This design comes from an exercise in tuning for small area, a short achievable clock period and few clock cycles per item on the open sky130 flow, not from production work.
RTL that was checked went through simulation tests only; none was proved equivalent to the original.
Power figures rest on the tool's default switching activity, not on a simulated workload.

the previous run:
==> flow/design.v <==
package otq_pkg;
    localparam int NUM_TIMERS = 16;
    localparam int ID_WIDTH   = 16;
    localparam int DLY_WIDTH  = 16;
    localparam logic [1:0] ACT_ADD    = 2'd0;
    localparam logic [1:0] ACT_CANCEL = 2'd1;
    localparam logic [1:0] ACT_TICK   = 2'd2;
    localparam logic [2:0] KIND_ADDED     = 3'd0;
    localparam logic [2:0] KIND_FULL      = 3'd1;
    localparam logic [2:0] KIND_CANCELLED = 3'd2;
    localparam logic [2:0] KIND_NOTFOUND  = 3'd3;
    localparam logic [2:0] KIND_EXPIRED   = 3'd4;
endpackage
module one_shot_timer_queue_top (
    input  logic          clk,
    input  logic          rst_n,
    input  logic          start,
    output logic          busy,
    input  logic [33:0]   req,
    output logic          result_valid,
    output logic [19:0]   rsp
);
    localparam int N = otq_pkg::NUM_TIMERS;
    logic        add_reg, cancel_reg, tick_reg;
    logic [15:0] rdm2_reg;          
    logic        rz_reg;            
    logic        rdn_reg;           
    logic [15:0] key_reg;
    logic        busy_reg;
    logic        drn_reg;           
    logic [15:0] now_reg;           
    logic [15:0] nid_reg;           
    logic        res_reg;
    logic [19:0] rsp_reg;
    logic [N-1:0] valid_reg;
    logic [N-1:0] dn_reg;           
    logic [N-1:0] r_reg;            
    logic [15:0]  ex2_reg [N];      
    logic [15:0]  id_reg  [N];
    logic [N-1:0] q_reg   [N];      
    assign busy         = busy_reg;
    assign result_valid = res_reg;
    assign rsp          = rsp_reg;
    logic hold, do_add, do_cancel, do_tick, do_exp;
    assign hold      = drn_reg & (add_reg | cancel_reg | tick_reg);
    assign do_add    = add_reg & ~drn_reg;
    assign do_cancel = cancel_reg & ~drn_reg;
    assign do_tick   = tick_reg & ~drn_reg;
    assign do_exp    = do_tick | drn_reg;
    logic [N-1:0] id_eq, id_lt;
    logic [N-1:0] free, fs;
    logic         full;
    assign free = ~valid_reg;
    assign full = ~|free;
    logic [N-1:0] cm, cs;
    logic         found;
    assign cm    = valid_reg & id_eq;
    assign found = |cm;
    always_comb
    begin
        for (int i = 0; i < N; i++)
        begin
            fs[i] = free[i];
            cs[i] = cm[i];
            for (int k = 0; k < i; k++)
            begin
                if (free[k]) fs[i] = 1'b0;
                if (cm[k])   cs[i] = 1'b0;
            end
        end
    end
    logic [N-1:0] due, win;
    logic         any_due, more;
    logic [15:0]  win_id;
    assign due     = dn_reg & valid_reg;
    assign any_due = |due;
    always_comb
    begin
        for (int i = 0; i < N; i++)
        begin
            win[i] = due[i];
            for (int j = 0; j < N; j++)
            begin
                if (j < i && due[j] && q_reg[j][i])  win[i] = 1'b0;
                if (j > i && due[j] && !q_reg[i][j]) win[i] = 1'b0;
            end
        end
    end
    always_comb
    begin
        logic seen;
        seen = 1'b0;
        more = 1'b0;
        for (int i = 0; i < N; i++)
        begin
            if (due[i] && seen) more = 1'b1;
            if (due[i])         seen = 1'b1;
        end
    end
    always_comb
    begin
        win_id = '0;
        for (int i = 0; i < N; i++)
            win_id = win_id | ({16{win[i]}} & id_reg[i]);
    end
    logic [15:0] new_exp;
    logic        new_z, new_dn;
    assign new_exp = now_reg + rdm2_reg;
    assign new_z   = rz_reg;
    assign new_dn  = rdn_reg;
    logic [N-1:0] z;               
    always_comb
        for (int k = 0; k < N; k++)
            z[k] = dn_reg[k] & (ex2_reg[k][0] == now_reg[0]);
    logic [N-1:0] wr;              
    logic [N-1:0] clr;             
    assign wr  = do_add ? fs : '0;
    assign clr = (do_cancel ? cs : '0) | (do_exp ? win : '0);
    logic        nid_inc, nid_max;
    logic [15:0] nid_next;
    assign nid_inc  = do_add & ~full;
    assign nid_max  = (nid_reg == 16'hFFFF);
    assign nid_next = nid_inc ? nid_reg + 16'd1 : nid_reg;
    logic        dn_upd;
    assign dn_upd  = do_exp & ~more;
    logic [N-1:0] nb_hi, nb_lo, above, qa;
    always_comb
    begin
        for (int k = 0; k < N; k++)
        begin
            nb_hi[k] = (new_z & ~z[k]) | ((new_z == z[k]) & (id_lt[k] | id_eq[k]));
            nb_lo[k] = (new_z & ~z[k]) | ((new_z == z[k]) & id_lt[k]);
            above[k] = 1'b0;
            for (int m = 0; m < k; m++)
                if (fs[m]) above[k] = 1'b1;
            qa[k] = fs[k] ? 1'b0 : (above[k] ? ~nb_hi[k] : nb_lo[k]);
        end
    end
    for (genvar i = 0; i < N; i++)
    begin : g_slot
        assign id_eq[i] = (key_reg == id_reg[i]);
        assign id_lt[i] = r_reg[i] & ~id_eq[i];
        always_ff @(posedge clk or negedge rst_n)
        begin
            if (!rst_n)
                valid_reg[i] <= 1'b0;
            else if (wr[i])
                valid_reg[i] <= 1'b1;
            else if (clr[i])
                valid_reg[i] <= 1'b0;
        end
        always_ff @(posedge clk)
        begin
            if (wr[i])
            begin
                ex2_reg[i] <= new_exp;
                id_reg[i]  <= nid_reg;
            end
            if (wr[i])
                dn_reg[i] <= new_dn;
            else if (dn_upd)
                dn_reg[i] <= (ex2_reg[i] == now_reg);
            if (wr[i])
                r_reg[i] <= nid_max;
            else if (nid_inc)
                r_reg[i] <= nid_max | id_lt[i];
        end
        for (genvar j = i + 1; j < N; j++)
        begin : g_pair
            always_ff @(posedge clk)
            begin
                if (wr[i] || wr[j])
                    q_reg[i][j] <= ~(qa[i] | qa[j]);
            end
        end
    end
    logic drn_next;
    assign drn_next = do_exp & more;
    always_ff @(posedge clk or negedge rst_n)
    begin
        if (!rst_n)
        begin
            add_reg    <= 1'b0;
            cancel_reg <= 1'b0;
            tick_reg   <= 1'b0;
            busy_reg   <= 1'b0;
            drn_reg    <= 1'b0;
            now_reg    <= 16'd0;
            nid_reg    <= 16'd0;
            res_reg    <= 1'b0;
        end
        else
        begin
            if (!hold)
            begin
                add_reg    <= start & (req[33:32] == otq_pkg::ACT_ADD);
                cancel_reg <= start & (req[33:32] == otq_pkg::ACT_CANCEL);
                tick_reg   <= start & (req[33:32] == otq_pkg::ACT_TICK);
            end
            busy_reg <= drn_next & (hold | (start & (req[33:32] != 2'd3)));
            drn_reg  <= drn_next;
            if (dn_upd)
                now_reg <= now_reg + 16'd1;
            nid_reg  <= nid_next;
            res_reg  <= do_add | do_cancel | (do_exp & any_due);
        end
    end
    always_ff @(posedge clk)
    begin
        if (!hold)
        begin
            rdm2_reg <= req[31:16] - 16'd2;
            rz_reg   <= (req[31:16] == 16'd0);
            rdn_reg  <= (req[31:17] == 15'd0);
            key_reg  <= (req[33:32] == otq_pkg::ACT_ADD) ? nid_next : req[15:0];
        end
    end
    always_ff @(posedge clk)
    begin
        if (do_exp)
            rsp_reg <= {otq_pkg::KIND_EXPIRED, win_id, ~more};
        else if (add_reg)
            rsp_reg <= full ? {otq_pkg::KIND_FULL, 16'd0, 1'b1}
                            : {otq_pkg::KIND_ADDED, key_reg, 1'b1};
        else
            rsp_reg <= {found ? otq_pkg::KIND_CANCELLED : otq_pkg::KIND_NOTFOUND,
                        key_reg, 1'b1};
    end
endmodule
==> flow/config.mk <==
export PLATFORM = sky130hd
export DESIGN_NAME = one_shot_timer_queue_top
export DESIGN_NICKNAME = one_shot_timer_queue_top
export VERILOG_FILES = /design/flow/design.v
export SDC_FILE = /design/flow/constraint.sdc
export NUM_CORES = 4
export LEC_CHECK = 0
export CAP_MARGIN = 30
export CORE_MARGIN = 2
export CORE_UTILIZATION = 60
export CTS_CLUSTER_DIAMETER = 80
export CTS_CLUSTER_SIZE = 25
export SLEW_MARGIN = 20
==> flow/constraint.sdc <==
create_clock -name core_clock -period 10.0 [get_ports {clk}]
set_input_delay 2.0000 -clock core_clock [delete_from_list [all_inputs] [get_ports {clk}]]
set_output_delay 2.0000 -clock core_clock [all_outputs]
set_load 0.01 [all_outputs]
standard.sh (not shown) runs the stock make flow with config.mk's settings and CLKGATE_MAP_FILE= SYNTH_SCRIPT=/design/flow/synth_recipe.tcl, a recipe that flattens the netlist after the stock synthesis.
==> flow/flow/run.sh <==
#!/bin/bash
# The standard layout, with timing repair aimed 7 ns below the clock period.
set -euo pipefail
bash standard.sh SETUP_SLACK_MARGIN=7 finish > make.log 2>&1
Both conditions hold for the previous run: the flow ran to the end and the final layout passed the timing, DRC and antenna checks.
diff inputs: the previous run => the current run
--- a/flow/design.v
+++ b/flow/design.v
@@ -69,13 +69,13 @@
             end
         end
     end
     logic [N-1:0] due, win;
     logic         any_due, more;
     logic [15:0]  win_id;
-    assign due     = dn_reg & valid_reg;
+    assign due     = dn_reg;
     assign any_due = |due;
     always_comb
     begin
         for (int i = 0; i < N; i++)
         begin
             win[i] = due[i];
@@ -140,12 +140,23 @@
     begin : g_slot
         assign id_eq[i] = (key_reg == id_reg[i]);
         assign id_lt[i] = r_reg[i] & ~id_eq[i];
         always_ff @(posedge clk or negedge rst_n)
         begin
             if (!rst_n)
+                dn_reg[i] <= 1'b0;
+            else if (wr[i])
+                dn_reg[i] <= new_dn;
+            else if (clr[i])
+                dn_reg[i] <= 1'b0;
+            else if (dn_upd)
+                dn_reg[i] <= valid_reg[i] & (ex2_reg[i] == now_reg);
+        end
+        always_ff @(posedge clk or negedge rst_n)
+        begin
+            if (!rst_n)
                 valid_reg[i] <= 1'b0;
             else if (wr[i])
                 valid_reg[i] <= 1'b1;
             else if (clr[i])
                 valid_reg[i] <= 1'b0;
         end
@@ -153,16 +164,12 @@
         begin
             if (wr[i])
             begin
                 ex2_reg[i] <= new_exp;
                 id_reg[i]  <= nid_reg;
             end
-            if (wr[i])
-                dn_reg[i] <= new_dn;
-            else if (dn_upd)
-                dn_reg[i] <= (ex2_reg[i] == now_reg);
             if (wr[i])
                 r_reg[i] <= nid_max;
             else if (nid_inc)
                 r_reg[i] <= nid_max | id_lt[i];
         end
         for (genvar j = i + 1; j < N; j++)
Findings:
Sequential cell count: the current run vs the previous run identical
Delta (the current run minus the previous run): mux share of post-synthesis cell area ~0 delta, area after synthesis decreased by 1.2% relative to the old numbers, sequential power increased about 5%, clock-pin slew on the worst setup and hold paths comparable, minimum clock period after layout now larger.
Taking the previous run as the reference point, the clock power of the current run rises by about 3%.
Testbench counts of the current run, summed over its fixed seeds: cycles 8,095, requests 8,008.
Function not checked in the previous run: the RTL went through the layout flow alone.

* * *

one_shot_timer_queue_top, a different RTL version from the one above (not shown whole).
For scale: about 3000 cells after synthesis, about 700 flip-flops, about 59 I/O pins, roughly 0.035 mm² of cells after synthesis.
Design one_shot_timer_queue_top, start of the top module:
module one_shot_timer_queue_top (
    input  logic          clk,
    input  logic          rst_n,
    input  logic          start,
    output logic          busy,
    input  logic [33:0]   req,
    output logic          result_valid,
    output logic [19:0]   rsp
);
    localparam int N = otq_pkg::NUM_TIMERS;
    logic        add_reg, cancel_reg, tick_reg;
    logic [15:0] rdm2_reg;          
    logic        rdn_reg;           
    logic [15:0] key_reg;
    logic        busy_reg;
    logic        drn_reg;           
    logic [15:0] now_reg;           
    logic [15:0] nid_reg;           
    logic        res_reg;
    logic [19:0] rsp_reg;
    logic [N-1:0] jsel_reg;         
    logic [N-1:0] pend_reg;         
    logic         bv_reg;           
    logic [N-1:0] bsel_reg;         
    logic [16:0]  bkey_reg;         
    logic [N-1:0] valid_reg;
    logic [N-1:0] dn_reg;           
    logic [15:0]  ex2_reg [N];      
    logic [15:0]  id_reg  [N];
    assign busy         = busy_reg;
    assign result_valid = res_reg;
    assign rsp          = rsp_reg;
    function automatic logic [N-1:0] lowest(input logic [N-1:0] v);
  ...
Settings: LEC_CHECK=0, CAP_MARGIN=30, CORE_MARGIN=2, CORE_UTILIZATION=60, CTS_CLUSTER_DIAMETER=80, CTS_CLUSTER_SIZE=25, SLEW_MARGIN=20; clock period 10.0 ns.
Scripts as last shown in full above: flow/flow/run.sh
The baseline completed with no timing, DRC or antenna violations.
Rerun with:
--- a/flow/design.v
+++ b/flow/design.v
@@ -151,61 +151,49 @@
         always_ff @(posedge clk)
         begin
             if (wr[i])
             begin
                 ex2_reg[i] <= new_exp;
                 id_reg[i]  <= nid_reg;
             end
         end
     end
-    logic [N-1:0] l1, l2, pj, oset, oj;
-    logic [N-1:0] nset1, nj1, nset0, nj0, nj, pend_next;
+    logic [N-1:0] l1, l2, nset, nj, pj;
     assign l1 = lowest(dn_reg);
     assign l2 = lowest(dn_reg & ~l1);
     assign pj = lowest(pend_reg);
     always_comb
     begin
-        if (tick_end)
-            oset = valid_reg & ex_eq;       
+        if (do_exp && !round_end)
+        begin
+            nset = pend_reg;
+            nj   = pj;
+        end
+        else if (do_exp && !tick_end)
+        begin
+            nset = dn_reg & ~wsel;
+            nj   = |(wsel & l1) ? l2 : l1;
+        end
+        else if (tick_end)
+        begin
+            nset = valid_reg & ex_eq;
+            nj   = lowest(nset);
+        end
         else
-            oset = (dn_reg & ~(do_cancel ? cs : '0)) | (wr & {N{rdn_reg}});
-        oj = lowest(oset);
-    end
-    always_comb
-    begin
-        if (do_exp && !round_end)
-        begin
-            nset1 = pend_reg;
-            nj1   = pj;
-            nset0 = pend_reg;
-            nj0   = pj;
-        end
-        else if (do_exp && !tick_end)
-        begin
-            nset1 = dn_reg & ~jsel_reg;
-            nj1   = |(jsel_reg & l1) ? l2 : l1;
-            nset0 = dn_reg & ~bsel_reg;
-            nj0   = |(bsel_reg & l1) ? l2 : l1;
-        end
-        else
-        begin
-            nset1 = oset;
-            nj1   = oj;
-            nset0 = oset;
-            nj0   = oj;
-        end
-    end
-    assign nj        = jbetter ? nj1 : nj0;
-    assign pend_next = jbetter ? (nset1 & ~nj1) : (nset0 & ~nj0);
+        begin
+            nset = (dn_reg & ~clr) | (wr & {N{rdn_reg}});
+            nj   = lowest(nset);
+        end
+    end
     always_ff @(posedge clk)
     begin
         jsel_reg <= nj;
-        pend_reg <= pend_next;
+        pend_reg <= nset & ~nj;
         bv_reg   <= do_exp & ~round_end;
         bsel_reg <= wsel;
         bkey_reg <= wkey;
     end
     logic drn_next;
     assign drn_next = do_exp & ~tick_end;
     always_ff @(posedge clk or negedge rst_n)
     begin
         if (!rst_n)
Core utilization stays flat.
Setup slack gets worse by 650 ps.
Clock-buffer cell count climbs by 2.
Worst hold slack gains 9.8 ps.
Final area barely changes.
Non-clock buffer count went down by 35.
Via count went down by 1.6%.
Clock power went up by about 5%.
Die area stays flat.
Sequential power is lower by 14%.
Maximum frequency shrinks by 13%.
Total power decreases by 52%.
Critical path depth is higher by 3.
Function was not checked in any run of this note: the RTL went through the layout flow alone.

* * *

Setup of epsilon:
Another version of the RTL of one_shot_timer_queue_top (not shown whole).
Size in the first run: about 3100 cells after synthesis.
==> module one_shot_timer_queue_top, before the edit <==
module one_shot_timer_queue_top (
    input  logic          clk,
    input  logic          rst_n,
    input  logic          start,
    output logic          busy,
    input  logic [33:0]   req,
    output logic          result_valid,
    output logic [19:0]   rsp
);
    localparam int N = otq_pkg::NUM_TIMERS;
    logic        add_reg, cancel_reg, tick_reg;
    logic [15:0] rdm2_reg;          
    logic        rz_reg;            
    logic        rdn_reg;           
    logic [15:0] key_reg;
    logic        busy_reg;
    logic        drn_reg;           
    logic [15:0] now_reg;           
    logic [15:0] nid_reg;           
    logic        res_reg;
    logic [19:0] rsp_reg;
    logic [N-1:0] valid_reg;
    logic [N-1:0] z_reg;
    logic [N-1:0] dn_reg;           
    logic [N-1:0] r_reg;            
    logic [15:0]  ex2_reg [N];      
    logic [15:0]  id_reg  [N];
    logic [N-1:0] q_reg   [N];      
    assign busy         = busy_reg;
    assign result_valid = res_reg;
    assign rsp          = rsp_reg;
    logic hold, do_add, do_cancel, do_tick, do_exp;
    assign hold      = drn_reg & (add_reg | cancel_reg | tick_reg);
    assign do_add    = add_reg & ~drn_reg;
    assign do_cancel = cancel_reg & ~drn_reg;
    assign do_tick   = tick_reg & ~drn_reg;
    assign do_exp    = do_tick | drn_reg;
    logic [N-1:0] id_eq, id_lt;
    logic [N-1:0] free, fs;
    logic         full;
    assign free = ~valid_reg;
    assign full = ~|free;
    logic [N-1:0] cm, cs;
    logic         found;
    assign cm    = valid_reg & id_eq;
    assign found = |cm;
    always_comb
    begin
        for (int i = 0; i < N; i++)
        begin
            fs[i] = free[i];
            cs[i] = cm[i];
            for (int k = 0; k < i; k++)
            begin
                if (free[k]) fs[i] = 1'b0;
                if (cm[k])   cs[i] = 1'b0;
            end
        end
    end
    logic [N-1:0] due, win;
    logic         any_due, more;
    logic [15:0]  win_id;
    assign due     = dn_reg & valid_reg;
    assign any_due = |due;
    always_comb
    begin
        for (int i = 0; i < N; i++)
        begin
            win[i] = due[i];
            for (int j = 0; j < N; j++)
            begin
                if (j < i && due[j] && q_reg[j][i])  win[i] = 1'b0;
                if (j > i && due[j] && !q_reg[i][j]) win[i] = 1'b0;
            end
        end
    end
    always_comb
    begin
        logic seen;
        seen = 1'b0;
        more = 1'b0;
        for (int i = 0; i < N; i++)
        begin
            if (due[i] && seen) more = 1'b1;
            if (due[i])         seen = 1'b1;
        end
    end
    always_comb
    begin
        win_id = '0;
        for (int i = 0; i < N; i++)
            win_id = win_id | ({16{win[i]}} & id_reg[i]);
    end
    logic [15:0] new_exp;
    logic        new_z, new_dn;
    assign new_exp = now_reg + rdm2_reg;
    assign new_z   = rz_reg;
    assign new_dn  = rdn_reg;
    logic [N-1:0] wr;              
    logic [N-1:0] clr;             
    assign wr  = do_add ? fs : '0;
    assign clr = (do_cancel ? cs : '0) | (do_exp ? win : '0);
    logic        nid_inc, nid_max;
    logic [15:0] nid_next;
    assign nid_inc  = do_add & ~full;
    assign nid_max  = (nid_reg == 16'hFFFF);
    assign nid_next = nid_inc ? nid_reg + 16'd1 : nid_reg;
    logic        dn_upd;
    assign dn_upd  = do_exp & ~more;
    logic [N-1:0] nb_hi, nb_lo, above, qa;
    always_comb
    begin
        for (int k = 0; k < N; k++)
        begin
            nb_hi[k] = (new_z & ~z_reg[k]) | ((new_z == z_reg[k]) & (id_lt[k] | id_eq[k]));
            nb_lo[k] = (new_z & ~z_reg[k]) | ((new_z == z_reg[k]) & id_lt[k]);
            above[k] = 1'b0;
            for (int m = 0; m < k; m++)
                if (fs[m]) above[k] = 1'b1;
            qa[k] = fs[k] ? 1'b0 : (above[k] ? ~nb_hi[k] : nb_lo[k]);
        end
    end
    for (genvar i = 0; i < N; i++)
    begin : g_slot
        assign id_eq[i] = (key_reg == id_reg[i]);
        assign id_lt[i] = r_reg[i] & ~id_eq[i];
        always_ff @(posedge clk or negedge rst_n)
        begin
            if (!rst_n)
                valid_reg[i] <= 1'b0;
            else if (wr[i])
                valid_reg[i] <= 1'b1;
            else if (clr[i])
                valid_reg[i] <= 1'b0;
        end
        always_ff @(posedge clk)
        begin
            if (wr[i])
            begin
                ex2_reg[i] <= new_exp;
                id_reg[i]  <= nid_reg;
                z_reg[i]   <= new_z;
            end
            if (wr[i])
                dn_reg[i] <= new_dn;
            else if (dn_upd)
                dn_reg[i] <= (ex2_reg[i] == now_reg);
            if (wr[i])
                r_reg[i] <= nid_max;
            else if (nid_inc)
                r_reg[i] <= nid_max | id_lt[i];
        end
        for (genvar j = i + 1; j < N; j++)
        begin : g_pair
            always_ff @(posedge clk)
            begin
                if (wr[i] || wr[j])
                    q_reg[i][j] <= ~(qa[i] | qa[j]);
            end
        end
    end
    logic drn_next;
    assign drn_next = do_exp & more;
    always_ff @(posedge clk or negedge rst_n)
    begin
        if (!rst_n)
        begin
            add_reg    <= 1'b0;
            cancel_reg <= 1'b0;
            tick_reg   <= 1'b0;
            busy_reg   <= 1'b0;
            drn_reg    <= 1'b0;
            now_reg    <= 16'd0;
            nid_reg    <= 16'd0;
            res_reg    <= 1'b0;
        end
        else
        begin
            if (!hold)
            begin
                add_reg    <= start & (req[33:32] == otq_pkg::ACT_ADD);
                cancel_reg <= start & (req[33:32] == otq_pkg::ACT_CANCEL);
                tick_reg   <= start & (req[33:32] == otq_pkg::ACT_TICK);
            end
            busy_reg <= drn_next & (hold | (start & (req[33:32] != 2'd3)));
            drn_reg  <= drn_next;
            if (dn_upd)
                now_reg <= now_reg + 16'd1;
            nid_reg  <= nid_next;
            res_reg  <= do_add | do_cancel | (do_exp & any_due);
        end
    end
    always_ff @(posedge clk)
    begin
        if (!hold)
        begin
            rdm2_reg <= req[31:16] - 16'd2;
            rz_reg   <= (req[31:16] == 16'd0);
            rdn_reg  <= (req[31:17] == 15'd0);
            key_reg  <= (req[33:32] == otq_pkg::ACT_ADD) ? nid_next : req[15:0];
        end
    end
    always_ff @(posedge clk)
    begin
        if (do_exp)
            rsp_reg <= {otq_pkg::KIND_EXPIRED, win_id, ~more};
        else if (add_reg)
            rsp_reg <= full ? {otq_pkg::KIND_FULL, 16'd0, 1'b1}
                            : {otq_pkg::KIND_ADDED, key_reg, 1'b1};
        else
            rsp_reg <= {found ? otq_pkg::KIND_CANCELLED : otq_pkg::KIND_NOTFOUND,
                        key_reg, 1'b1};
    end
endmodule
export LEC_CHECK = 0
export CAP_MARGIN = 30
export CORE_MARGIN = 2
export CORE_UTILIZATION = 60
export CTS_CLUSTER_DIAMETER = 80
export CTS_CLUSTER_SIZE = 25
export SLEW_MARGIN = 20
create_clock -name core_clock -period 10.0 [get_ports {clk}]
Scripts as last shown in full above: flow/flow/run.sh
Testbench counts of epsilon, summed over its fixed seeds: cycles 8,095, requests 8,008.
Inputs modified between epsilon and beta:
--- a/flow/design.v
+++ b/flow/design.v
@@ -118,21 +118,17 @@
     assign nid_inc  = do_add & ~full;
     assign nid_max  = (nid_reg == 16'hFFFF);
     assign nid_next = nid_inc ? nid_reg + 16'd1 : nid_reg;
     logic        dn_upd;
     assign dn_upd  = do_exp & ~more;
-    logic [N-1:0] nb_hi, nb_lo, above, qa;
+    logic [N-1:0] nb_hi, nb_lo;
     always_comb
     begin
         for (int k = 0; k < N; k++)
         begin
             nb_hi[k] = (new_z & ~z_reg[k]) | ((new_z == z_reg[k]) & (id_lt[k] | id_eq[k]));
             nb_lo[k] = (new_z & ~z_reg[k]) | ((new_z == z_reg[k]) & id_lt[k]);
-            above[k] = 1'b0;
-            for (int m = 0; m < k; m++)
-                if (fs[m]) above[k] = 1'b1;
-            qa[k] = fs[k] ? 1'b0 : (above[k] ? ~nb_hi[k] : nb_lo[k]);
         end
     end
     for (genvar i = 0; i < N; i++)
     begin : g_slot
         assign id_eq[i] = (key_reg == id_reg[i]);
@@ -165,12 +161,14 @@
         end
         for (genvar j = i + 1; j < N; j++)
         begin : g_pair
             always_ff @(posedge clk)
             begin
-                if (wr[i] || wr[j])
-                    q_reg[i][j] <= ~(qa[i] | qa[j]);
+                if (wr[i])
+                    q_reg[i][j] <= nb_hi[j];
+                else if (wr[j])
+                    q_reg[i][j] <= ~nb_lo[i];
             end
         end
     end
     logic drn_next;
     assign drn_next = do_exp & more;
### Flow results
busy as the destination of the critical timing path was reported by beta, and now_reg[1]$_DFFE_PN0P_ by epsilon. Going from epsilon to beta, leakage component of the power rose by about 1.7%, final hold violation count stayed essentially flat, internal cell power fell by 2.1%, data required time at the worst endpoint fell by 2.52 ns, total CTS buffers rose by 2. Diff epsilon -> beta: count of clock buffers in the final design up 4; clock skew down 0.0056 ns; height of the die up about 0.46%; power density over cell area up about 0.5%.
No functional check of the RTL was part of beta.

re-timing with driven ports:
In the flow no input, the clock included, has a driving cell. The finished layouts below were timed again as built, in two steps. Step 1, drivers: a clkbuf_16 drives clk and a buf_2 each remaining input, both assumed. Step 2, shift: input delay + t, output delay - t, t = (earliest + latest rising clock arrival at the registers) / 2. This alone moves slack from input paths to output paths. a / b / c = no drivers / after step 1 / after step 2; a / b = the first two.
run	shift t [ns]	setup WS [ns]	worst setup path after step 2	cell pins on the clock port's net
the previous run	0.677	6.805 / 6.738 / 6.428	input to register	1
the current run	0.675	6.788 / 6.726 / 6.405	input to register	1
the first run of note 2	0.697	5.797 / 5.797 / 5.797	register to register	1
the second run of note 2	0.687	5.148 / 5.148 / 5.148	register to register	1
epsilon	0.686	6.786 / 6.786 / 6.415	input to register	1
beta	0.698	6.868 / 6.802 / 6.436	input to register	1
After both steps every run listed still meets setup and hold. For beta, which loses most, drivers alone change the setup slack by -0.066 ns; drivers and shift together by -0.432 ns.
